Source: an optimization exercise on an open RTL-to-GDS flow (aim: small area, a short achievable clock period and few clock cycles per item). Production flows keep margins and buffers that such runs may drop.
RTL that was checked went through simulation tests only; none was proved equivalent to the original.

==> lagoon: inputs <==
## aes_inv_cipher_iter
module aes_inv_cipher_iter #(
  parameter int NR    = 10,
  parameter int IDX_W = 4
) (
  input  logic             clk,
  input  logic             rst_n,
  input  logic             in_valid,
  output logic             in_ready,
  input  logic [127:0]     in_data,
  output logic [IDX_W-1:0] rk_idx,
  input  logic [127:0]     rk_data,
  output logic             out_valid,
  input  logic             out_ready,
  output logic [127:0]     out_data,
  output logic             busy
);
Settings: LEC_CHECK=0, CAP_MARGIN=20, CORE_MARGIN=2, CORE_UTILIZATION=30, PLACE_DENSITY=0.42, SETUP_SLACK_MARGIN=2.5, SLEW_MARGIN=20; clock period 6.0 ns.
standard.sh (not shown) runs the stock make flow with config.mk's settings and CLKGATE_MAP_FILE= SYNTH_SCRIPT=/design/flow/synth_recipe.tcl, a recipe that flattens the netlist after the stock synthesis.
==> flow/flow/run.sh <==
#!/bin/bash
# Layout flow: the standard flow (standard.sh), with two changes.
#  1. After the standard synthesis, the combinational logic is mapped again by Yosys/ABC with
#     ABC's default area-oriented script; every register instance of the standard synthesis is
#     kept as it is (same name, same cell). See resynth.ys.
#  2. The port buffers are buf_1 cells (buffer_ports otherwise picks clkdlybuf4s50_1).
# Each tool's output goes to a log file in this folder.
set -euo pipefail
export BUFFER_PORTS_ARGS="-buffer_cell sky130_fd_sc_hd__buf_1"
R=orfs/results/sky130hd/aes_inv_cipher_iter/base

bash standard.sh synth > standard_synth.log 2>&1

cp $R/1_2_yosys.v $R/1_2_yosys_standard.v
LIB=$FLOW_HOME/platforms/sky130hd/lib/sky130_fd_sc_hd__tt_025C_1v80.lib
DONT_USE=$(sed -n '/^export DONT_USE_CELLS += /,/^$/p' $FLOW_HOME/platforms/sky130hd/config.mk \
  | grep -o 'sky130_fd_sc_hd__[A-Za-z0-9_]*' | sed 's/^/-dont_use /' | tr '\n' ' ')
SEQ=$(grep -o 'sky130_fd_sc_hd__[A-Za-z0-9_]*' $R/1_2_yosys_standard.v | sort -u | grep -E '__(e?dfx|e?dfr|e?dfs|e?dfb|sdf|dl|sedf)' | tr '\n' ' ')
sed -e "s#@ABC@#$PWD/flow/resynth.abc#g" -e "s#@SEQ@#$SEQ#g" -e "s#@LIB@#$LIB#g" -e "s#@NETLIST@#$R/1_2_yosys_standard.v#g" -e "s#@OUT@#$R/1_2_yosys.v#g" \
    -e "s#@DONT_USE@#$DONT_USE#g" flow/resynth.ys > resynth_run.ys
yosys -l resynth.log -q resynth_run.ys > resynth_stdout.log 2>&1
rm -f $R/1_synth.odb $R/1_synth.sdc

bash standard.sh > standard.log 2>&1
==> flow/flow/resynth.abc <==
strash; &get -n; &st; &syn2; &dch -f; &nf; &put
==> flow/flow/resynth.ys <==
# Map the combinational logic of the standard synthesis again; keep the registers as they are.
read_liberty -ignore_miss_func @LIB@
read_verilog @NETLIST@
hierarchy -top aes_inv_cipher_iter
# the register cells stay instances of their library cells; everything else is flattened
setattr -mod -set keep_hierarchy 1 @SEQ@
flatten
rename -hide w:*.*
hierarchy -top aes_inv_cipher_iter
opt -purge
abc -liberty @LIB@ @DONT_USE@ -script @ABC@
opt_clean -purge
hilomap -singleton -hicell sky130_fd_sc_hd__conb_1 HI -locell sky130_fd_sc_hd__conb_1 LO
blackbox @SEQ@
stat -liberty @LIB@
write_verilog -noattr -noexpr -nohex -nodec @OUT@
==> onyx (differences from lagoon) <==
--- a/flow/design.v
+++ b/flow/design.v
@@ -84,97 +84,89 @@
       o[103-32*c -: 8] = a3 ^ t ^ xtime(a3 ^ a0);
     end
     inv_mix_columns = o;
   endfunction
   logic [191:0] r1;
   logic [127:0] r0, r2;
-  logic         v0, done0, v1, new1, v2;
+  logic         v0, done0, v1, v2;
   logic [3:0]   k0, k1, k2;        
-  logic         hold0, frozen;
+  logic         hold0, frozen, acc;
   logic [191:0] s1;
-  logic [127:0] u, s2, s3;
-  logic         ov_q, busy_q, ir_q, s_q, ir;
+  logic [127:0] s2, s3;
+  logic         ov_q, busy_q, ir_q, irt_q, rr_q, sel_q, ir;
   logic [3:0]   idx_q;
-  logic         v0_nx, done0_nx, v1_nx, new1_nx, v2_nx;
-  logic [3:0]   k0_nx, k1_nx, k2_nx;
+  logic         v0_nx, done0_nx, v1_nx, v2_nx;
+  logic [3:0]   k0_nx, k1_nx, k2_nx, idx_nx;
   assign out_valid = ov_q;
   assign busy      = busy_q;
-  assign ir        = ir_q | (s_q & out_ready);
+  assign ir        = ir_q | (irt_q & out_ready);
   assign in_ready  = ir;
-  assign rk_idx    = (s_q & out_ready) ? 4'd10 : idx_q;
+  assign rk_idx    = (rr_q & out_ready) ? 4'd10 : idx_q;
   assign out_data  = r0;
+  assign acc       = in_valid & ir;
   function automatic logic [191:0] stage1(input logic [127:0] s);
     for (int r = 0; r < 4; r++)
       for (int c = 0; c < 4; c++)
         stage1[191-12*(r+4*c) -: 12] = sb_f1(s[127-8*(r+4*((c-r+4)%4)) -: 8]);
   endfunction
-  function automatic logic [127:0] stage2(input logic [191:0] s, input logic raw);
-    logic [11:0] v;
-    for (int i = 0; i < 16; i++) begin
-      v = s[191-12*i -: 12];
-      stage2[127-8*i -: 8] = raw ? v[11:4] : sb_back(sb_f2(v));
-    end
+  function automatic logic [127:0] stage2(input logic [191:0] s, input logic [127:0] d,
+                                          input logic sel);
+    for (int i = 0; i < 16; i++)
+      stage2[127-8*i -: 8] = sel ? d[127-8*i -: 8] : sb_back(sb_f2(s[191-12*i -: 12]));
   endfunction
   assign s1 = stage1(r0);
-  assign s2 = stage2(r1, new1) ^ rk_data;
+  assign s2 = stage2(r1, in_data, sel_q) ^ rk_data;
   assign s3 = (k2 == 4'd10 || k2 == 4'd0) ? r2 : inv_mix_columns(r2);
   assign hold0  = v0 & done0 & !out_ready;
   assign frozen = hold0 & v2;
   always_ff @(posedge clk) begin
     if (!hold0)          r0 <= s3;
-    if (!frozen || !v1)  r1 <= (ir_q | s_q) ? {in_data[127:120], 4'h0, in_data[119:112], 4'h0,
-                                       in_data[111:104], 4'h0, in_data[103:96], 4'h0,
-                                       in_data[95:88], 4'h0, in_data[87:80], 4'h0,
-                                       in_data[79:72], 4'h0, in_data[71:64], 4'h0,
-                                       in_data[63:56], 4'h0, in_data[55:48], 4'h0,
-                                       in_data[47:40], 4'h0, in_data[39:32], 4'h0,
-                                       in_data[31:24], 4'h0, in_data[23:16], 4'h0,
-                                       in_data[15:8], 4'h0, in_data[7:0], 4'h0} : s1;
+    if (!frozen || !v1)  r1 <= s1;
     if (!frozen)         r2 <= s2;
   end
   always_comb begin
     v0_nx = v0;  done0_nx = done0;  k0_nx = k0;
-    v1_nx = v1;  new1_nx  = new1;   k1_nx = k1;
+    v1_nx = v1;  k1_nx    = k1;
     v2_nx = v2;  k2_nx    = k2;
     if (!hold0) begin
       v0_nx    = v2;
       done0_nx = (k2 == 4'd0);
       k0_nx    = k2;
     end
     if (!frozen) begin
-      v2_nx = v1;
-      k2_nx = k1;
+      v2_nx = v1 | acc;
+      k2_nx = acc ? 4'd10 : k1;
     end
     if (!frozen || !v1) begin
-      if (ir) begin
-        v1_nx   = in_valid;
-        new1_nx = 1'b1;
-        k1_nx   = 4'd10;
-      end else begin
-        v1_nx   = v0 & !done0;
-        new1_nx = 1'b0;
-        k1_nx   = k0 - 4'd1;
-      end
+      v1_nx = v0 & !done0;
+      k1_nx = k0 - 4'd1;
     end
+    if (v0_nx & !done0_nx)                       idx_nx = k0_nx - 4'd1;
+    else if (v1_nx & v0_nx & done0_nx & v2_nx)   idx_nx = k1_nx;
+    else                                         idx_nx = 4'd10;
   end
   always_ff @(posedge clk or negedge rst_n) begin
     if (!rst_n) begin
       v0 <= 1'b0;  done0 <= 1'b0;  k0 <= 4'd0;
-      v1 <= 1'b0;  new1  <= 1'b0;  k1 <= 4'd0;
+      v1 <= 1'b0;  k1    <= 4'd0;
       v2 <= 1'b0;  k2    <= 4'd0;
       ov_q   <= 1'b0;
       busy_q <= 1'b0;
       ir_q   <= 1'b1;
-      s_q    <= 1'b0;
+      irt_q  <= 1'b0;
+      rr_q   <= 1'b0;
+      sel_q  <= 1'b1;
       idx_q  <= 4'd10;
     end else begin
       v0 <= v0_nx;  done0 <= done0_nx;  k0 <= k0_nx;
-      v1 <= v1_nx;  new1  <= new1_nx;   k1 <= k1_nx;
+      v1 <= v1_nx;  k1    <= k1_nx;
       v2 <= v2_nx;  k2    <= k2_nx;
       ov_q   <= v0_nx & done0_nx;
       busy_q <= v0_nx | v1_nx | v2_nx;
-      ir_q   <= !v0_nx | (done0_nx & !(v1_nx & v2_nx));
-      s_q    <= v0_nx & done0_nx & v1_nx & v2_nx;
-      idx_q  <= (v0_nx & !done0_nx) ? k0_nx - 4'd1 : ((v0_nx & done0_nx & v1_nx & v2_nx) ? k1_nx : 4'd10);
+      ir_q   <= !v1_nx & !(v0_nx & done0_nx & v2_nx) & (rk_idx == 4'd10);
+      irt_q  <= !v1_nx & v0_nx & done0_nx & v2_nx & (rk_idx == 4'd10);
+      rr_q   <= v0_nx & done0_nx & v1_nx & v2_nx;
+      sel_q  <= !v1_nx;
+      idx_q  <= idx_nx;
     end
   end
 endmodule
--- a/flow/flow/run.sh
+++ b/flow/flow/run.sh
@@ -13,12 +13,12 @@
 
 cp $R/1_2_yosys.v $R/1_2_yosys_standard.v
 LIB=$FLOW_HOME/platforms/sky130hd/lib/sky130_fd_sc_hd__tt_025C_1v80.lib
 DONT_USE=$(sed -n '/^export DONT_USE_CELLS += /,/^$/p' $FLOW_HOME/platforms/sky130hd/config.mk \
   | grep -o 'sky130_fd_sc_hd__[A-Za-z0-9_]*' | sed 's/^/-dont_use /' | tr '\n' ' ')
 SEQ=$(grep -o 'sky130_fd_sc_hd__[A-Za-z0-9_]*' $R/1_2_yosys_standard.v | sort -u | grep -E '__(e?dfx|e?dfr|e?dfs|e?dfb|sdf|dl|sedf)' | tr '\n' ' ')
-sed -e "s#@ABC@#$PWD/flow/resynth.abc#g" -e "s#@SEQ@#$SEQ#g" -e "s#@LIB@#$LIB#g" -e "s#@NETLIST@#$R/1_2_yosys_standard.v#g" -e "s#@OUT@#$R/1_2_yosys.v#g" \
+sed -e "s#@SEQ@#$SEQ#g" -e "s#@LIB@#$LIB#g" -e "s#@NETLIST@#$R/1_2_yosys_standard.v#g" -e "s#@OUT@#$R/1_2_yosys.v#g" \
     -e "s#@DONT_USE@#$DONT_USE#g" flow/resynth.ys > resynth_run.ys
 yosys -l resynth.log -q resynth_run.ys > resynth_stdout.log 2>&1
 rm -f $R/1_synth.odb $R/1_synth.sdc
 
 bash standard.sh > standard.log 2>&1
--- a/flow/flow/resynth.ys
+++ b/flow/flow/resynth.ys
@@ -5,12 +5,12 @@
 # the register cells stay instances of their library cells; everything else is flattened
 setattr -mod -set keep_hierarchy 1 @SEQ@
 flatten
 rename -hide w:*.*
 hierarchy -top aes_inv_cipher_iter
 opt -purge
-abc -liberty @LIB@ @DONT_USE@ -script @ABC@
+abc -liberty @LIB@ @DONT_USE@
 opt_clean -purge
 hilomap -singleton -hicell sky130_fd_sc_hd__conb_1 HI -locell sky130_fd_sc_hd__conb_1 LO
 blackbox @SEQ@
 stat -liberty @LIB@
 write_verilog -noattr -noexpr -nohex -nodec @OUT@
removed: flow/flow/resynth.abc
==> violet (differences from lagoon) <==
--- a/flow/design.v
+++ b/flow/design.v
@@ -89,13 +89,13 @@
   logic [127:0] r0, r2;
   logic         v0, done0, v1, new1, v2;
   logic [3:0]   k0, k1, k2;        
   logic         hold0, frozen;
   logic [191:0] s1;
   logic [127:0] u, s2, s3;
-  logic         ov_q, busy_q, ir_q, s_q, ir;
+  logic         ov_q, busy_q, ir_q, s_q, ir, sel_q;
   logic [3:0]   idx_q;
   logic         v0_nx, done0_nx, v1_nx, new1_nx, v2_nx;
   logic [3:0]   k0_nx, k1_nx, k2_nx;
   assign out_valid = ov_q;
   assign busy      = busy_q;
   assign ir        = ir_q | (s_q & out_ready);
@@ -118,20 +118,15 @@
   assign s2 = stage2(r1, new1) ^ rk_data;
   assign s3 = (k2 == 4'd10 || k2 == 4'd0) ? r2 : inv_mix_columns(r2);
   assign hold0  = v0 & done0 & !out_ready;
   assign frozen = hold0 & v2;
   always_ff @(posedge clk) begin
     if (!hold0)          r0 <= s3;
-    if (!frozen || !v1)  r1 <= (ir_q | s_q) ? {in_data[127:120], 4'h0, in_data[119:112], 4'h0,
-                                       in_data[111:104], 4'h0, in_data[103:96], 4'h0,
-                                       in_data[95:88], 4'h0, in_data[87:80], 4'h0,
-                                       in_data[79:72], 4'h0, in_data[71:64], 4'h0,
-                                       in_data[63:56], 4'h0, in_data[55:48], 4'h0,
-                                       in_data[47:40], 4'h0, in_data[39:32], 4'h0,
-                                       in_data[31:24], 4'h0, in_data[23:16], 4'h0,
-                                       in_data[15:8], 4'h0, in_data[7:0], 4'h0} : s1;
+    if (!frozen || !v1)
+      for (int i = 0; i < 16; i++)
+        r1[191-12*i -: 12] <= {sel_q ? in_data[127-8*i -: 8] : s1[191-12*i -: 8], s1[183-12*i -: 4]};
     if (!frozen)         r2 <= s2;
   end
   always_comb begin
     v0_nx = v0;  done0_nx = done0;  k0_nx = k0;
     v1_nx = v1;  new1_nx  = new1;   k1_nx = k1;
     v2_nx = v2;  k2_nx    = k2;
@@ -162,19 +157,21 @@
       v1 <= 1'b0;  new1  <= 1'b0;  k1 <= 4'd0;
       v2 <= 1'b0;  k2    <= 4'd0;
       ov_q   <= 1'b0;
       busy_q <= 1'b0;
       ir_q   <= 1'b1;
       s_q    <= 1'b0;
+      sel_q  <= 1'b1;
       idx_q  <= 4'd10;
     end else begin
       v0 <= v0_nx;  done0 <= done0_nx;  k0 <= k0_nx;
       v1 <= v1_nx;  new1  <= new1_nx;   k1 <= k1_nx;
       v2 <= v2_nx;  k2    <= k2_nx;
       ov_q   <= v0_nx & done0_nx;
       busy_q <= v0_nx | v1_nx | v2_nx;
       ir_q   <= !v0_nx | (done0_nx & !(v1_nx & v2_nx));
       s_q    <= v0_nx & done0_nx & v1_nx & v2_nx;
+      sel_q  <= !v0_nx | done0_nx;
       idx_q  <= (v0_nx & !done0_nx) ? k0_nx - 4'd1 : ((v0_nx & done0_nx & v1_nx & v2_nx) ? k1_nx : 4'd10);
     end
   end
 endmodule
--- a/flow/flow/run.sh
+++ b/flow/flow/run.sh
@@ -13,12 +13,12 @@
 
 cp $R/1_2_yosys.v $R/1_2_yosys_standard.v
 LIB=$FLOW_HOME/platforms/sky130hd/lib/sky130_fd_sc_hd__tt_025C_1v80.lib
 DONT_USE=$(sed -n '/^export DONT_USE_CELLS += /,/^$/p' $FLOW_HOME/platforms/sky130hd/config.mk \
   | grep -o 'sky130_fd_sc_hd__[A-Za-z0-9_]*' | sed 's/^/-dont_use /' | tr '\n' ' ')
 SEQ=$(grep -o 'sky130_fd_sc_hd__[A-Za-z0-9_]*' $R/1_2_yosys_standard.v | sort -u | grep -E '__(e?dfx|e?dfr|e?dfs|e?dfb|sdf|dl|sedf)' | tr '\n' ' ')
-sed -e "s#@ABC@#$PWD/flow/resynth.abc#g" -e "s#@SEQ@#$SEQ#g" -e "s#@LIB@#$LIB#g" -e "s#@NETLIST@#$R/1_2_yosys_standard.v#g" -e "s#@OUT@#$R/1_2_yosys.v#g" \
+sed -e "s#@SEQ@#$SEQ#g" -e "s#@LIB@#$LIB#g" -e "s#@NETLIST@#$R/1_2_yosys_standard.v#g" -e "s#@OUT@#$R/1_2_yosys.v#g" \
     -e "s#@DONT_USE@#$DONT_USE#g" flow/resynth.ys > resynth_run.ys
 yosys -l resynth.log -q resynth_run.ys > resynth_stdout.log 2>&1
 rm -f $R/1_synth.odb $R/1_synth.sdc
 
 bash standard.sh > standard.log 2>&1
--- a/flow/flow/resynth.ys
+++ b/flow/flow/resynth.ys
@@ -5,12 +5,12 @@
 # the register cells stay instances of their library cells; everything else is flattened
 setattr -mod -set keep_hierarchy 1 @SEQ@
 flatten
 rename -hide w:*.*
 hierarchy -top aes_inv_cipher_iter
 opt -purge
-abc -liberty @LIB@ @DONT_USE@ -script @ABC@
+abc -liberty @LIB@ @DONT_USE@
 opt_clean -purge
 hilomap -singleton -hicell sky130_fd_sc_hd__conb_1 HI -locell sky130_fd_sc_hd__conb_1 LO
 blackbox @SEQ@
 stat -liberty @LIB@
 write_verilog -noattr -noexpr -nohex -nodec @OUT@
--- a/flow/config.mk
+++ b/flow/config.mk
@@ -6,8 +6,8 @@
 export NUM_CORES = 4
 export LEC_CHECK = 0
 export CAP_MARGIN = 20
 export CORE_MARGIN = 2
 export CORE_UTILIZATION = 30
 export PLACE_DENSITY = 0.42
-export SETUP_SLACK_MARGIN = 2.5
+export SETUP_SLACK_MARGIN = 3.1
 export SLEW_MARGIN = 20
removed: flow/flow/resynth.abc
==> results.yml <==
critical_path:
  critPathMaxFanout: 7
  cp_data_required_time_ns: 6.37
timing:
  timing.final.ws_setup_ns: 2.670
  hold_slack_ns: 0.5068
outcome:
  status: "finished clean"
floorplan:
  taps: 1794
The numbers above come from onyx.

==> results.yml <==
floorplan:
  taps: 2044
critical_path:
  critPathMaxFanout: 9
  cp_data_required_time_ns: 6.50
timing:
  timing.final.ws_setup_ns: 2.600
  hold_slack_ns: 0.5048
  slew_viol_final: 0
outcome:
  status: "finished clean"
The numbers above come from lagoon.

==> results.yml <==
timing:
  timing.final.ws_setup_ns: 3.050
  hold_slack_ns: 0.5091
outcome:
  status: "finished clean"
floorplan:
  taps: 1903
critical_path:
  critPathMaxFanout: 4
  cp_data_required_time_ns: 6.49
The numbers above come from violet.

Testbench counts of onyx, summed over its fixed seeds: cycles 2,128, blocks 192.
Testbench counts of violet, summed over its fixed seeds: cycles 2,136, blocks 192.
Only the layout flow was run in lagoon; the RTL was not checked for function there.

what the ideal ports hide:
How much do the figures lean on ideal ports? The routed layouts below were timed once more, with nothing changed but the port constraints.
Step 1 assumes that a clkbuf_16 drives the clock port and a buf_2 every other input.
Step 2, shift: input delay + t, output delay - t, t = (earliest + latest rising clock arrival at the registers) / 2. This alone moves slack from input paths to output paths.
a / b / c = ideal / step 1 / step 2; a / b = the first two.
run	shift t [ns]	setup WS [ns]	worst setup path at the end	worst slew at a driven data input, ns
lagoon	0.722	2.600 / 2.600 / 2.458	input to register	0.22
onyx	0.703	2.670 / 2.670 / 2.113	input to register	0.13
violet	0.722	3.050 / 3.050 / 2.627	input to register	0.15
After both steps every run listed still meets setup and hold. For onyx, which loses most, drivers alone change the setup slack by 0.000 ns; drivers and shift together by -0.557 ns.
